From an optimization exercise on the open Yosys and OpenROAD flow, aimed at small area; shortcuts taken in it are not production practice.
The RTL was checked by simulation tests, not by an equivalence proof against the original design.
The clock port is modelled as an ideal driver, which makes a skipped or thinned clock tree look cheaper than it is; a real chip needs a root buffer or a tree.
Power figures rest on the tool's default switching activity, not on a simulated workload.

==> inputs of exp/juniper <==
==> flow/design.v (excerpt) <==
module zone_color_detector (
  input  logic        clk,
  input  logic        reset,
  input  logic        frame_start,
  input  logic        pix_valid,
  input  logic [15:0] pix_data,
  input  logic [4:0]  r_min,
  input  logic [5:0]  g_max,
  input  logic [4:0]  b_max,
  input  logic [4:0]  r_minus_g,
  input  logic [4:0]  r_minus_b,
  output logic [8:0]  zone_hit,
  output logic [3:0]  hit_count,
  output logic        result_valid,
  output logic        frame_abort
);
clock: 10.0 ns
lec_check: 0
cap_margin: 20
core_margin: 2
core_utilization: 75
gpl_timing_driven: 0
slew_margin: 20
standard.sh (not shown) runs the stock make flow with config.mk's settings and CLKGATE_MAP_FILE= SYNTH_SCRIPT=/design/flow/synth_recipe.tcl, a recipe that flattens the netlist after the stock synthesis.
==> flow/flow/run.sh <==
#!/bin/bash
# The standard layout (standard.sh), with these changes to how it is made:
#  - ports are buffered with sky130_fd_sc_hd__buf_1 instead of the resizer's
#    default choice;
#  - the clock tree is built by flow/clock_tree.tcl (a root buffer and one
#    buffer per cluster of flip-flops, each sized for its load) in place of
#    TritonCTS, which adds dummy loads and more buffers than needed;
#  - after CTS, flow/recover.tcl sizes down gates with slack to spare.
# All tool output goes to standard.log (and ORFS's own logs under orfs/logs).
export BUFFER_PORTS_ARGS="-buffer_cell sky130_fd_sc_hd__buf_1"
export PRE_CTS_TCL="$(pwd)/flow/clock_tree.tcl"
export POST_CTS_TCL="$(pwd)/flow/recover.tcl"
export CT_NBUF=16 CT_SLEW=0.115 CT_ROOT=sky130_fd_sc_hd__clkbuf_8
bash standard.sh > standard.log 2>&1
==> flow/flow/clock_tree.tcl <==
# Small clock tree, built before CTS in place of TritonCTS: the clock port
# drives one root buffer, which drives CT_NBUF clock buffers, each driving
# the flip-flops of one cluster of
# the placement (k-means on the flip-flop positions, seeded by recursive
# median splits). Each buffer is then sized up from CT_CELLS until its
# estimated output slew is below CT_SLEW (ns).
set ct_nbuf 16
if { [info exists ::env(CT_NBUF)] } { set ct_nbuf $::env(CT_NBUF) }
set ct_cells {sky130_fd_sc_hd__clkbuf_2 sky130_fd_sc_hd__clkbuf_4 sky130_fd_sc_hd__clkbuf_8 sky130_fd_sc_hd__clkbuf_16}
if { [info exists ::env(CT_CELLS)] } { set ct_cells $::env(CT_CELLS) }
set ct_slew 0.100
if { [info exists ::env(CT_SLEW)] } { set ct_slew $::env(CT_SLEW) }

proc ct_split { pts n axis } {
  if { $n <= 1 || [llength $pts] < 2 } { return [list $pts] }
  set s [lsort -real -index $axis $pts]
  set na [expr { $n / 2 }]
  set h [expr { ([llength $s] * $na) / $n }]
  set ax [expr { 3 - $axis }]
  return [concat [ct_split [lrange $s 0 [expr { $h - 1 }]] $na $ax] \
                 [ct_split [lrange $s $h end] [expr { $n - $na }] $ax]]
}

proc ct_centre { grp } {
  set sx 0.0; set sy 0.0
  foreach p $grp { set sx [expr { $sx + [lindex $p 1] }]; set sy [expr { $sy + [lindex $p 2] }] }
  return [list [expr { $sx / [llength $grp] }] [expr { $sy / [llength $grp] }]]
}

set ct_block [ord::get_db_block]
set ct_clk [$ct_block findNet clk]
set ct_pts {}
foreach it [$ct_clk getITerms] {
  set bb [[$it getInst] getBBox]
  lappend ct_pts [list $it [expr { ([$bb xMin] + [$bb xMax]) / 2.0 }] [expr { ([$bb yMin] + [$bb yMax]) / 2.0 }]]
}
set ct_groups [ct_split $ct_pts $ct_nbuf 1]
# k-means refinement (Manhattan distance), at most 20 passes
for { set pass 0 } { $pass < 20 } { incr pass } {
  set cs {}
  foreach g $ct_groups { if { [llength $g] > 0 } { lappend cs [ct_centre $g] } }
  set ng {}
  foreach c $cs { lappend ng {} }
  foreach p $ct_pts {
    set best 0; set bd 1e30; set k 0
    foreach c $cs {
      set d [expr { abs([lindex $p 1] - [lindex $c 0]) + abs([lindex $p 2] - [lindex $c 1]) }]
      if { $d < $bd } { set bd $d; set best $k }
      incr k
    }
    lset ng $best [concat [lindex $ng $best] [list $p]]
  }
  set ct_groups $ng
}
puts "clock_tree: [llength $ct_pts] sinks, [llength $ct_groups] buffers"
set ct_master [[ord::get_db] findMaster [lindex $ct_cells 0]]
set ct_bufs {}
set ct_i 0
foreach grp $ct_groups {
  if { [llength $grp] == 0 } { continue }
  set c [ct_centre $grp]
  set buf [odb::dbInst_create $ct_block $ct_master clkbuf_ct_$ct_i]
  set net [odb::dbNet_create $ct_block clknet_ct_$ct_i]
  $net setSigType CLOCK
  [$buf findITerm A] connect $ct_clk
  [$buf findITerm X] connect $net
  foreach p $grp {
    set it [lindex $p 0]
    $it disconnect
    $it connect $net
  }
  $buf setLocation [expr { int([lindex $c 0]) }] [expr { int([lindex $c 1]) }]
  $buf setPlacementStatus PLACED
  lappend ct_bufs clkbuf_ct_$ct_i
  incr ct_i
}
# root buffer at the centre of the leaf buffers
set sx 0.0; set sy 0.0
foreach b $ct_bufs {
  set loc [[$ct_block findInst $b] getLocation]
  set sx [expr { $sx + [lindex $loc 0] }]; set sy [expr { $sy + [lindex $loc 1] }]
}
set ct_root sky130_fd_sc_hd__clkbuf_4
if { [info exists ::env(CT_ROOT)] } { set ct_root $::env(CT_ROOT) }
set root [odb::dbInst_create $ct_block [[ord::get_db] findMaster $ct_root] clkbuf_ct_root]
set rnet [odb::dbNet_create $ct_block clknet_ct_root]
$rnet setSigType CLOCK
foreach b $ct_bufs {
  set it [[$ct_block findInst $b] findITerm A]
  $it disconnect
  $it connect $rnet
}
[$root findITerm A] connect $ct_clk
[$root findITerm X] connect $rnet
$root setLocation [expr { int($sx / [llength $ct_bufs]) }] [expr { int($sy / [llength $ct_bufs]) }]
$root setPlacementStatus PLACED
$ct_clk setSigType CLOCK
set_propagated_clock [all_clocks]
# size each buffer
foreach cell [lrange $ct_cells 1 end] {
  estimate_parasitics -placement
  foreach b $ct_bufs {
    if { [get_property [get_pins $b/X] slew_max] > $ct_slew } {
      replace_cell [get_cells $b] [get_lib_cells $cell]
    }
  }
}
estimate_parasitics -placement
foreach b [concat $ct_bufs clkbuf_ct_root] {
  set inst [$ct_block findInst $b]
  puts "clock_tree: $b [[$inst getMaster] getName] sinks [expr { [llength [[[$inst findITerm X] getNet] getITerms]] - 1 }] slew [get_property [get_pins $b/X] slew_max]"
}

proc clock_tree_synthesis { args } {
  set_propagated_clock [all_clocks]
}
==> flow/flow/recover.tcl <==
# Sourced after CTS (POST_CTS_TCL): size down gates that have timing slack to
# spare (the resizer's power recovery, which also saves area), then legalize.
set_propagated_clock [all_clocks]
estimate_parasitics -placement
repair_timing -recover_power 100
detailed_placement
check_placement -verbose
==> inputs of exp/nickel, as changes to exp/juniper <==
--- a/flow/flow/run.sh
+++ b/flow/flow/run.sh
@@ -6,4 +6,3 @@
 #    buffer per cluster of flip-flops, each sized for its load) in place of
-#    TritonCTS, which adds dummy loads and more buffers than needed;
-#  - after CTS, flow/recover.tcl sizes down gates with slack to spare.
+#    TritonCTS, which adds dummy loads and more buffers than needed.
 # All tool output goes to standard.log (and ORFS's own logs under orfs/logs).
@@ -11,3 +10,2 @@
 export PRE_CTS_TCL="$(pwd)/flow/clock_tree.tcl"
-export POST_CTS_TCL="$(pwd)/flow/recover.tcl"
 export CT_NBUF=16 CT_SLEW=0.115 CT_ROOT=sky130_fd_sc_hd__clkbuf_8
--- a/flow/config.mk
+++ b/flow/config.mk
@@ -9,4 +9,3 @@
 export CORE_MARGIN = 2
-export CORE_UTILIZATION = 75
-export GPL_TIMING_DRIVEN = 0
+export CORE_UTILIZATION = 90
 export SLEW_MARGIN = 20
removed: flow/flow/recover.tcl
==> inputs of exp/zinc, as changes to exp/juniper <==
--- a/flow/config.mk
+++ b/flow/config.mk
@@ -9,4 +9,3 @@
 export CORE_MARGIN = 2
-export CORE_UTILIZATION = 75
-export GPL_TIMING_DRIVEN = 0
+export CORE_UTILIZATION = 60
 export SLEW_MARGIN = 20
==> inputs of exp/violet, as changes to exp/juniper <==
==> flow/flow/run.sh (replaced) <==
#!/bin/bash
# The standard layout (standard.sh), with these changes to how it is made:
#  - ports are buffered with sky130_fd_sc_hd__buf_1 instead of the resizer's
#    default choice;
#  - the clock tree is built by flow/clock_tree.tcl (a root buffer and one
#    buffer per cluster of flip-flops, each sized for its load) in place of
#    TritonCTS, which adds dummy loads and more buffers than needed.
# All tool output goes to standard.log (and ORFS's own logs under orfs/logs).
export BUFFER_PORTS_ARGS="-buffer_cell sky130_fd_sc_hd__buf_1"
export PRE_CTS_TCL="$(pwd)/flow/clock_tree.tcl"
export CT_NBUF=20 CT_SLEW=0.115 CT_ROOT=sky130_fd_sc_hd__clkbuf_8
bash standard.sh > standard.log 2>&1
--- a/flow/config.mk
+++ b/flow/config.mk
@@ -10,3 +10,2 @@
 export CORE_UTILIZATION = 75
-export GPL_TIMING_DRIVEN = 0
 export SLEW_MARGIN = 20
removed: flow/flow/recover.tcl
==> summary of the runs <==
- exp/zinc finished clean. exp/nickel ended with an error in global routing on GRT-0232. exp/juniper ran to the end with no violations. exp/violet completed without violations.
- In exp/zinc the power is larger than in exp/violet, by about 0.55%.
- Of exp/zinc and exp/juniper, exp/zinc has the higher first-iteration DRC count (gap 31%, measured against exp/juniper).
- In area after synthesis, exp/violet and exp/nickel do not differ.
- Via count, highest first: exp/juniper, exp/violet, exp/zinc.
- The highest routed wire length belongs to exp/juniper, the lowest to exp/violet.
==> figures <==
Crit Reg-Reg Endpoint: exp/zinc seen_q$_SDFFE_PP0P_; exp/nickel -; exp/juniper seen_q$_SDFFE_PP0P_; exp/violet seen_q$_SDFFE_PP0P_
Final Total Pwr: exp/zinc 1.196 mW; exp/nickel -; exp/juniper 1.207 mW; exp/violet 1.189 mW
Type of element capturing the critical path: exp/zinc register; exp/nickel -; exp/juniper register; exp/violet register
Layout cells sized above 1: exp/zinc 6.885%; exp/nickel -; exp/juniper 6.365%; exp/violet 7.376%
Detailed route wirelength on metal3: exp/zinc 719 um; exp/nickel -; exp/juniper 803 um; exp/violet 738 um
Power per standard cell area: exp/zinc 159.0 nW/um2; exp/nickel -; exp/juniper 160.6 nW/um2; exp/violet 159.9 nW/um2
Register-to-Register Setup Slack: exp/zinc 2.62 ns; exp/nickel -; exp/juniper 2.64 ns; exp/violet 2.61 ns
Static leakage: exp/zinc 3.119 nW; exp/nickel -; exp/juniper 3.119 nW; exp/violet 3.112 nW
Status: exp/zinc complete, no violations; exp/nickel did not finish; exp/juniper complete, no violations; exp/violet complete, no violations
Last stage reached: exp/zinc -; exp/nickel global routing; exp/juniper -; exp/violet -
Number of inserted diodes: exp/zinc 0; exp/nickel -; exp/juniper 0; exp/violet 0
FF-to-FF path depth: exp/zinc 20; exp/nickel -; exp/juniper 21; exp/violet 20
In exp/juniper, exp/zinc and exp/violet the design's own scripts or RTL, not TritonCTS, make the clock network.

==> separate check: timing with driven ports <==
The flow's constraints put no driver on any port. The routed layouts listed below were extracted and timed again, unchanged, in two steps.
Step 1 assumes that a clkbuf_16 drives the clock port and a buf_2 every other input.
Step 2 moves the port delays by t, midway between the first and last clock arrival at a register: inputs arrive t later, outputs are due t later. That takes back most of the time a late clock gives input paths.
Three values: no drivers, after step 1, after step 2; two values: the first two.
run | t (ns) | slack for setup (ns) | worst setup path at the end | clock arrival spread, ns | slew at the worst register clock pin (ns)
exp/juniper | 0.476 | 2.423 / 2.441 / 1.965 | input to register | 0.031 / 0.031 | 0.11 / 0.11
exp/zinc | 0.463 | 2.445 / 2.455 / 1.992 | input to register | 0.055 / 0.056 | 0.11 / 0.11
exp/violet | 0.471 | 2.430 / 2.442 / 1.971 | input to register | 0.051 / 0.051 | 0.12 / 0.12
After both steps setup and hold are still met in every run listed. The setup slack of exp/violet, which loses most, moves by +0.012 ns with the drivers and by -0.459 ns with both steps.
